What follows belongs to an exercise in optimizing a design on an open flow for small area and few clock cycles per item; a production flow would make more cautious choices. In this exercise RTL edits were held to simulation tests only and were not proved equivalent to the original.

== tundra ==
## fpmul_top
module fpmul_top (
	input  logic              clk,
	input  logic              rst,
	input  logic              in_valid,
	input  logic [31:0]       a,
	input  logic [31:0]       b,
	input  logic              out_credit,
	output logic              in_credit,
	output logic              out_valid,
	output logic [31:0]       z,
	output logic [FLAG_W-1:0] flags
);
clock: 9.0 ns
lec_check: 0
cap_margin: 20
core_margin: 2
core_utilization: 60
cts_buf_list: sky130_fd_sc_hd__clkbuf_4
place_density: 0.7
slew_margin: 20
synth_hierarchical: 1
synth_minimum_keep_size: 0
standard.sh (not shown) runs the stock make flow with config.mk's settings and CLKGATE_MAP_FILE= SYNTH_SCRIPT=/design/flow/synth_recipe.tcl, a recipe that flattens the netlist after the stock synthesis.
==> flow/flow/run.sh <==
#!/bin/bash
# The standard layout, except that the port buffers are the smallest buffer
# cell instead of the flow's default choice. Every port still gets one.
set -e
export BUFFER_PORTS_ARGS="-buffer_cell sky130_fd_sc_hd__buf_1"
bash standard.sh > standard.log 2>&1
Testbench counts of tundra, summed over its fixed seeds: cycles 4,808, items 4,800.
The inputs of fjord differ from those of tundra as listed below.
# tundra
export LEC_CHECK = 0
export CAP_MARGIN = 20
export CORE_MARGIN = 2
export CORE_UTILIZATION = 60
export CTS_BUF_LIST = sky130_fd_sc_hd__clkbuf_4
export PLACE_DENSITY = 0.7
export SLEW_MARGIN = 20
export SYNTH_HIERARCHICAL = 1
export SYNTH_MINIMUM_KEEP_SIZE = 0
create_clock -name core_clock -period 9.0 [get_ports {clk}]
# fjord
export LEC_CHECK = 0
export CAP_MARGIN = 0
export CORE_MARGIN = 2
export CORE_UTILIZATION = 60
export CTS_BUF_LIST = sky130_fd_sc_hd__clkbuf_8
export CTS_CLUSTER_DIAMETER = 60
export CTS_CLUSTER_SIZE = 18
export PLACE_DENSITY = 0.7
export SLEW_MARGIN = 0
export SYNTH_HIERARCHICAL = 1
export SYNTH_MINIMUM_KEEP_SIZE = 0
create_clock -name core_clock -period 9.0 [get_ports {clk}]
[summary]
The final layout from fjord, which completed every stage, passed the timing, design-rule and antenna checks at the end of the flow.
In fjord the hold slack turned out 5.8 ps higher than in tundra.
Of fjord and tundra, tundra shows the higher end-of-flow core utilization, with fjord below it.
In fjord, the critical path depth came out 1 above the value in tundra.
Changes observed in fjord relative to tundra: transition time at the pin with the least slew margin rose by 33 ps, met1 track demand over resource rose by 0.58 points.
Edits applied to the flow inputs when going from fjord to pepper:
# fjord
export LEC_CHECK = 0
export CAP_MARGIN = 0
export CORE_MARGIN = 2
export CORE_UTILIZATION = 60
export CTS_BUF_LIST = sky130_fd_sc_hd__clkbuf_8
export CTS_CLUSTER_DIAMETER = 60
export CTS_CLUSTER_SIZE = 18
export PLACE_DENSITY = 0.7
export SLEW_MARGIN = 0
export SYNTH_HIERARCHICAL = 1
export SYNTH_MINIMUM_KEEP_SIZE = 0
create_clock -name core_clock -period 9.0 [get_ports {clk}]
# pepper
export LEC_CHECK = 0
export CAP_MARGIN = 20
export CORE_MARGIN = 2
export CORE_UTILIZATION = 60
export CTS_BUF_LIST = sky130_fd_sc_hd__clkbuf_8
export CTS_CLUSTER_DIAMETER = 60
export CTS_CLUSTER_SIZE = 18
export PLACE_DENSITY = 0.7
export SLEW_MARGIN = 20
export SYNTH_HIERARCHICAL = 1
export SYNTH_MINIMUM_KEEP_SIZE = 0
create_clock -name core_clock -period 9.0 [get_ports {clk}]
Findings:
pepper completed end to end with timing, DRC and antenna clean. Against fjord, sum of routed wire length over all layers in pepper fell slightly. fjord and pepper ended up with roughly the same layout net count.
--- input diff pepper..maple ---
# pepper
export LEC_CHECK = 0
export CAP_MARGIN = 20
export CORE_MARGIN = 2
export CORE_UTILIZATION = 60
export CTS_BUF_LIST = sky130_fd_sc_hd__clkbuf_8
export CTS_CLUSTER_DIAMETER = 60
export CTS_CLUSTER_SIZE = 18
export PLACE_DENSITY = 0.7
export SLEW_MARGIN = 20
export SYNTH_HIERARCHICAL = 1
export SYNTH_MINIMUM_KEEP_SIZE = 0
create_clock -name core_clock -period 9.0 [get_ports {clk}]
# maple
export LEC_CHECK = 0
export CAP_MARGIN = 20
export CORE_MARGIN = 2
export CORE_UTILIZATION = 60
export PLACE_DENSITY = 0.7
export SLEW_MARGIN = 20
export SYNTH_HIERARCHICAL = 1
export SYNTH_MINIMUM_KEEP_SIZE = 0
create_clock -name core_clock -period 9.0 [get_ports {clk}]
==> flow/run.sh (new file) <==
#!/bin/bash
# synth_recipe.tcl (not shown) runs the flow's synth.tcl, then flattens the netlist and writes it again
# the make line also repeats each setting of config.mk as NAME=value (left out here)
make -C /OpenROAD-flow-scripts/flow DESIGN_CONFIG=/design/flow/config.mk WORK_HOME=/design/flow/orfs CLKGATE_MAP_FILE= SYNTH_SCRIPT=/design/flow/synth_recipe.tcl finish
removed: flow/flow/run.sh
removed: flow/standard.sh
--- outcome ---
maple reached the final stage; the timing, design-rule and antenna checks on its layout passed. Looking at slowest library cell on the worst path, the sky130_fd_sc_hd__nor3_1 result is from maple; the sky130_fd_sc_hd__edfxtp_1 one comes from pepper. Going from pepper to maple, sequential cell area share shows a reduction of 1.2 points; via count held steady; area of the multi-input gates saw little to no change; clock skew went down 6.0 ps.
> inputs changed (maple -> garnet)
# maple
export LEC_CHECK = 0
export CAP_MARGIN = 20
export CORE_MARGIN = 2
export CORE_UTILIZATION = 60
export PLACE_DENSITY = 0.7
export SLEW_MARGIN = 20
export SYNTH_HIERARCHICAL = 1
export SYNTH_MINIMUM_KEEP_SIZE = 0
create_clock -name core_clock -period 9.0 [get_ports {clk}]
# garnet
export LEC_CHECK = 0
export CAP_MARGIN = 20
export CORE_MARGIN = 2
export CORE_UTILIZATION = 60
export CTS_BUF_LIST = sky130_fd_sc_hd__clkbuf_8
export CTS_CLUSTER_DIAMETER = 60
export CTS_CLUSTER_SIZE = 18
export GPL_TIMING_DRIVEN = 0
export PLACE_DENSITY = 0.7
export SLEW_MARGIN = 20
export SYNTH_HIERARCHICAL = 1
export SYNTH_MINIMUM_KEEP_SIZE = 0
create_clock -name core_clock -period 9.0 [get_ports {clk}]
==> flow/flow/run.sh (new file) <==
#!/bin/bash
# The standard layout, except that the port buffers are the smallest buffer
# cell instead of the flow's default choice. Every port still gets one.
set -e
export BUFFER_PORTS_ARGS="-buffer_cell sky130_fd_sc_hd__buf_1"
bash standard.sh > standard.log 2>&1
==> flow/standard.sh (new file) <==
#!/bin/bash
# synth_recipe.tcl (not shown) runs the flow's synth.tcl, then flattens the netlist and writes it again
# the make line also repeats each setting of config.mk as NAME=value (left out here)
make -C /OpenROAD-flow-scripts/flow DESIGN_CONFIG=/design/flow/config.mk WORK_HOME=/design/flow/orfs CLKGATE_MAP_FILE= SYNTH_SCRIPT=/design/flow/synth_recipe.tcl "${@:-finish}"
removed: flow/run.sh
Notes after the runs:
garnet ends up with a minimum clock period that is 190 ps higher than in maple.
In garnet, final core utilization is higher than in maple.
In garnet, the slew of the pin with the lowest slew margin came out 9.0 ps above the value in maple.
Fraction of area in multi-input gates ends up lower on maple.
Relative to maple, the first-pass GRT wire length of garnet is higher by about 3%.
Going from maple to garnet, the register share of the cell area was found to have gone down by 0.33 points.
Going from maple to garnet, clock latency of the later-clocked register in the worst-skew pair picked up an extra 20 ps; setup slack on the worst flop-to-flop path lost 190 ps.

[port drivers added, routing unchanged]
No port has a modelled driver above. Below, the same layouts with a new extraction and two added sets of constraints.
Step 1 (the two cells are an assumption about what drives the block):
set clk [get_ports {clk}]
set_driving_cell -lib_cell sky130_fd_sc_hd__clkbuf_16 $clk
set_driving_cell -lib_cell sky130_fd_sc_hd__buf_2 [delete_from_list [all_inputs] $clk]
Step 2, shift: input delay + t, output delay - t, t = (earliest + latest rising clock arrival at the registers) / 2. This alone moves slack from input paths to output paths.
a / b / c = ideal / step 1 / step 2; a / b = the first two.
run | t, ns | setup WS [ns] | worst setup path at the end | pins driven straight from the clock port
tundra | 0.847 | 0.311 / 0.311 / 0.311 | register to register | 1
fjord | 0.676 | 0.321 / 0.321 / 0.321 | register to register | 1
pepper | 0.672 | 0.273 / 0.273 / 0.273 | register to register | 1
maple | 0.600 | 0.477 / 0.477 / 0.477 | register to register | 1
garnet | 0.626 | 0.290 / 0.290 / 0.290 | register to register | 1
After both steps every run listed still meets setup and hold.
